Source: an optimization exercise on an open RTL-to-GDS flow (aim: small area and a short achievable clock period). Production flows keep margins and buffers that such runs may drop. Function was checked by simulation only, so behaviour that the tests miss may differ from the original. The clock port is modelled as an ideal driver; clocking choices that lean on that would not hold on a real chip. Power is estimated from default activity; no workload was simulated.

wip/willow:
## nic_control
module nic_control (
    input  logic                          clk,
    input  logic                          resetn,
    input  logic                          req_write,
    input  logic [8-1:0]   req_write_index,
    input  logic [32-1:0]    req_write_data,
    input  logic                          req_read,
    input  logic [8-1:0]   req_read_index,
    output logic                          rsp_write_done,
    output logic [1:0]                    rsp_write_resp,
    output logic                          rsp_read_valid,
    output logic [32-1:0]    rsp_read_data,
    output logic [1:0]                    rsp_read_resp,
    input  logic                          ev_good,
    input  logic                          ev_bad,
    input  logic                          ev_range_err,
    input  logic [32-1:0]   seq_tdata,
    input  logic                          seq_tvalid,
    input  logic                          seq_tready,
    input  logic                          overflow_0,
    input  logic                          overflow_1,
    input  logic                          hbm_cattrip,
    input  logic                          pcs_aligned,
    input  logic                          generator_idle,
    output logic [64-1:0]        cfg_pci_base,
    output logic [64-1:0]        cfg_pci_size,
    output logic [64-1:0]        cfg_packet_count,
    output logic                          cfg_loopback,
    output logic                          gen_packets,
    output logic                          pause_pci,
    output logic                          resetn_out
);
For scale: roughly 1800 cells after synthesis, about 330 I/O pins.
export LEC_CHECK = 0
export CAP_MARGIN = 20
export CORE_MARGIN = 2
export CORE_UTILIZATION = 55
export CTS_CLUSTER_DIAMETER = 80
export CTS_CLUSTER_SIZE = 25
export PLACE_DENSITY = 0.8
export SETUP_SLACK_MARGIN = 2.8
export SLEW_MARGIN = 70
export TNS_END_PERCENT = 5
export BUFFER_PORTS_ARGS = -buffer_cell sky130_fd_sc_hd__buf_1
export PRE_CTS_TCL = /design/flow/flow/pre_cts.tcl
export DONT_USE_CELLS = sky130_fd_sc_hd__or4_1 sky130_fd_sc_hd__or4_2 sky130_fd_sc_hd__or4_4 sky130_fd_sc_hd__or4b_1 sky130_fd_sc_hd__or4b_2 sky130_fd_sc_hd__or4b_4 sky130_fd_sc_hd__or4bb_1 sky130_fd_sc_hd__or4bb_2 sky130_fd_sc_hd__or4bb_4 sky130_fd_sc_hd__nor4_1 sky130_fd_sc_hd__nor4_2 sky130_fd_sc_hd__nor4_4 sky130_fd_sc_hd__nor4b_1 sky130_fd_sc_hd__nor4b_2 sky130_fd_sc_hd__nor4b_4 sky130_fd_sc_hd__nor4bb_1 sky130_fd_sc_hd__nor4bb_2 sky130_fd_sc_hd__nor4bb_4 sky130_fd_sc_hd__or3_1 sky130_fd_sc_hd__or3_2 sky130_fd_sc_hd__or3_4 sky130_fd_sc_hd__or3b_1 sky130_fd_sc_hd__or3b_2 sky130_fd_sc_hd__or3b_4
create_clock -name core_clock -period 5.0 [get_ports {clk}]
standard.sh (not shown) runs the stock make flow with config.mk's settings and CLKGATE_MAP_FILE= SYNTH_SCRIPT=/design/flow/synth_recipe.tcl, a recipe that flattens the netlist after the stock synthesis.
==> flow/flow/run.sh <==
#!/bin/bash
set -euo pipefail
cd "$(dirname "$0")/.."
FLOWDIR=$(pwd)/flow
cat >> config.mk <<EOC
export BUFFER_PORTS_ARGS = -buffer_cell sky130_fd_sc_hd__buf_1
export PRE_CTS_TCL = $FLOWDIR/pre_cts.tcl
export DONT_USE_CELLS = $(cat $FLOWDIR/slow_cells.txt)
EOC
bash standard.sh > flow_standard.log 2>&1
==> flow/flow/pre_cts.tcl <==
# Wrap clock_tree_synthesis: after the tree is built, remove its root buffer so that the
# clock port drives the first-level buffers directly.
proc my_remove_clock_root {} {
  set block [ord::get_db_block]
  foreach inst [$block getInsts] {
    set name [$inst getName]
    if {![string match "clkbuf_0_*" $name]} { continue }
    set in_net [[$inst findITerm A] getNet]
    set out_net [[$inst findITerm X] getNet]
    set sinks {}
    foreach it [$out_net getITerms] {
      if {[$it getInst] != $inst} { lappend sinks $it }
    }
    if {[llength $sinks] > 4} {
      puts "keeping clock root $name: it drives [llength $sinks] pins"
      continue
    }
    puts "removing clock root $name driving [llength $sinks] pins"
    foreach it $sinks { $it disconnect }
    [$inst findITerm A] disconnect
    [$inst findITerm X] disconnect
    odb::dbInst_destroy $inst
    foreach it $sinks { $it connect $in_net }
    odb::dbNet_destroy $out_net
  }
}

rename clock_tree_synthesis my_orig_clock_tree_synthesis
proc clock_tree_synthesis {args} {
  my_orig_clock_tree_synthesis {*}$args
  my_remove_clock_root
}
==> flow/flow/slow_cells.txt <==
sky130_fd_sc_hd__or4_1 sky130_fd_sc_hd__or4_2 sky130_fd_sc_hd__or4_4 sky130_fd_sc_hd__or4b_1 sky130_fd_sc_hd__or4b_2 sky130_fd_sc_hd__or4b_4 sky130_fd_sc_hd__or4bb_1 sky130_fd_sc_hd__or4bb_2 sky130_fd_sc_hd__or4bb_4 sky130_fd_sc_hd__nor4_1 sky130_fd_sc_hd__nor4_2 sky130_fd_sc_hd__nor4_4 sky130_fd_sc_hd__nor4b_1 sky130_fd_sc_hd__nor4b_2 sky130_fd_sc_hd__nor4b_4 sky130_fd_sc_hd__nor4bb_1 sky130_fd_sc_hd__nor4bb_2 sky130_fd_sc_hd__nor4bb_4 sky130_fd_sc_hd__or3_1 sky130_fd_sc_hd__or3_2 sky130_fd_sc_hd__or3_4 sky130_fd_sc_hd__or3b_1 sky130_fd_sc_hd__or3b_2 sky130_fd_sc_hd__or3b_4
Looking at the reports, wip/willow completed the entire flow and the layout it produced met the timing, DRC and antenna checks.
> inputs changed (wip/willow -> wip/quartz)
Settings: swapping 0.8 for 0.78 in PLACE_DENSITY; swapping 55 for 65 in CORE_UTILIZATION.
Findings:
Delta (wip/quartz minus wip/willow): clock power -about 8%, die boundary height lower, overall power consumption went down 2.3%. Maximum number of pins on one net before global-route repair came out higher on wip/quartz than on wip/willow. The total area of multi-input combinational cells of wip/quartz falls short of that of wip/willow by 1.4%. The final period utilization in wip/quartz sits 2.1 points above the value recorded for wip/willow. Against wip/willow, final period demand of the worst path in wip/quartz came out worse. Comparing wip/willow and wip/quartz, the lower routed wire length is on wip/quartz. Looking at wire length of the first global-routing pass across both flows, wip/quartz is the stronger of the two, with wip/willow trailing. Area growth from synthesis to layout: wip/quartz vs wip/willow down 1.1 points.
Relative to wip/quartz, the following input files were edited for wip/garnet:
Settings: PLACE_DENSITY now 0.7, was 0.78; CORE_UTILIZATION now 55, was 65; SLEW_MARGIN now 20, was 70.
Notes after the runs:
Of wip/quartz and wip/garnet, the run reporting the higher growth of design area from synthesis to finish was wip/garnet.
The overall via count from detail_route in wip/garnet sits 160 below the value recorded for wip/quartz.
Row part of the total power dissipated in the clock network: wip/garnet higher / wip/quartz lower
Comparing wip/quartz and wip/garnet, the lower post-layout utilization of the core is on wip/garnet.
[inputs] wip/pepper vs wip/garnet
Settings: changing SLEW_MARGIN from 20 to 70; changing TNS_END_PERCENT from 5 to 10.
Comparing wip/pepper against wip/garnet, there is no change at all in flop and latch count out of synthesis. wip/garnet reports its startpoint-to-endpoint class of the critical path as flip-flop to flip-flop while wip/pepper reports input port to flip-flop. Re power density normalized to cell area: wip/pepper is about 0.54% down on wip/garnet. Summary of wip/pepper over wip/garnet: overall power after layout rose about 0.7%, worst setup slack lost 0.066 ns, remaining global-route overflow held steady, relative area change from synthesis to final layout up 1.5 points. Share of total power in combinational logic: wip/pepper vs wip/garnet up 1.4 points.
Edits applied to the flow inputs when going from wip/pepper to wip/ember:
Settings: SLEW_MARGIN changed from 70 to 50; TNS_END_PERCENT changed from 10 to 5.
--- outcome ---
In wip/ember, the shortest clock period the worst path allows after layout came out 0.067 ns below the value in wip/pepper. Compared with wip/pepper, in wip/ember total inserted antenna cells -2; fraction of power consumed by the clock network increased by 0.5 points relative to the old numbers. wip/ember ends up with higher switching power share of the total than wip/pepper does. In the reports for wip/pepper and wip/ember, the smaller met3 capacity usage during global routing belongs to wip/pepper. On static leakage power: between wip/pepper and wip/ember, it ends up lower for wip/ember. Launch point of the critical path = req_write_index[4]: wip/ember; launch point of the critical path = req_write_index[6]: wip/pepper.
The inputs of wip/onyx differ from those of wip/ember as listed below.
Settings: a change of CAP_MARGIN from 20 to 50; a change of SLEW_MARGIN from 50 to 85.
Reported for wip/onyx and wip/ember, max-slew violation count turned out identical to the last digit.
wip/onyx has sum of routed wire segments on met1 above what wip/ember had.
On starting DRC count in detailed routing: wip/onyx sits above wip/ember.
Areal power density over the cells: lower on wip/onyx
In wip/onyx relative to wip/ember, power dissipated in combinational cells had gone up by more than 10%.
As of wip/onyx, placed cell count had risen by a few percent compared to wip/ember.
Final design utilization ended up 8.2 points higher on wip/onyx than on wip/ember.
More vias were needed by wip/onyx than by wip/ember.
wip/ember consumes less power than wip/onyx.
wip/onyx ends up with higher first-pass GRT wire length than wip/ember does.
Between wip/onyx and wip/ember, combinational share of power is lower for wip/ember, wip/onyx comes in above that.

## re-timing with driven ports
The flow's constraints put no driver on any port. The routed layouts listed below were extracted and timed again, unchanged, in two steps.
Step 1 sets driving cells, clkbuf_16 on the clock port and buf_2 on the other inputs (assumed; they add their load-dependent delay and slew).
Step 2 also shifts input and output timing later by t, the mid clock arrival at the registers, as if the neighbouring blocks saw the same clock.
Slacks: ideal / step 1 / step 2; pairs: ideal / step 1.
run	t, ns	setup slack, ns	hold slack, ns	clock arrival spread, ns	worst slew at a driven data input, ns
wip/willow	0.498	2.668 / 2.687 / 2.189	0.485 / 0.485 / 0.485	0.031 / 0.030	0.09
wip/quartz	0.480	2.563 / 2.604 / 2.124	0.488 / 0.488 / 0.488	0.018 / 0.019	0.12
wip/garnet	0.498	2.684 / 2.684 / 2.229	0.477 / 0.477 / 0.477	0.032 / 0.033	0.10
wip/pepper	0.491	2.618 / 2.653 / 2.162	0.480 / 0.480 / 0.480	0.029 / 0.029	0.10
wip/ember	0.496	2.685 / 2.697 / 2.220	0.483 / 0.483 / 0.483	0.024 / 0.025	0.10
wip/onyx	0.508	2.450 / 2.364 / 1.856	0.485 / 0.485 / 0.485	0.025 / 0.025	0.21
After both steps setup and hold are still met in every run listed. For wip/onyx, which loses most, drivers alone change the setup slack by -0.086 ns; drivers and shift together by -0.594 ns.
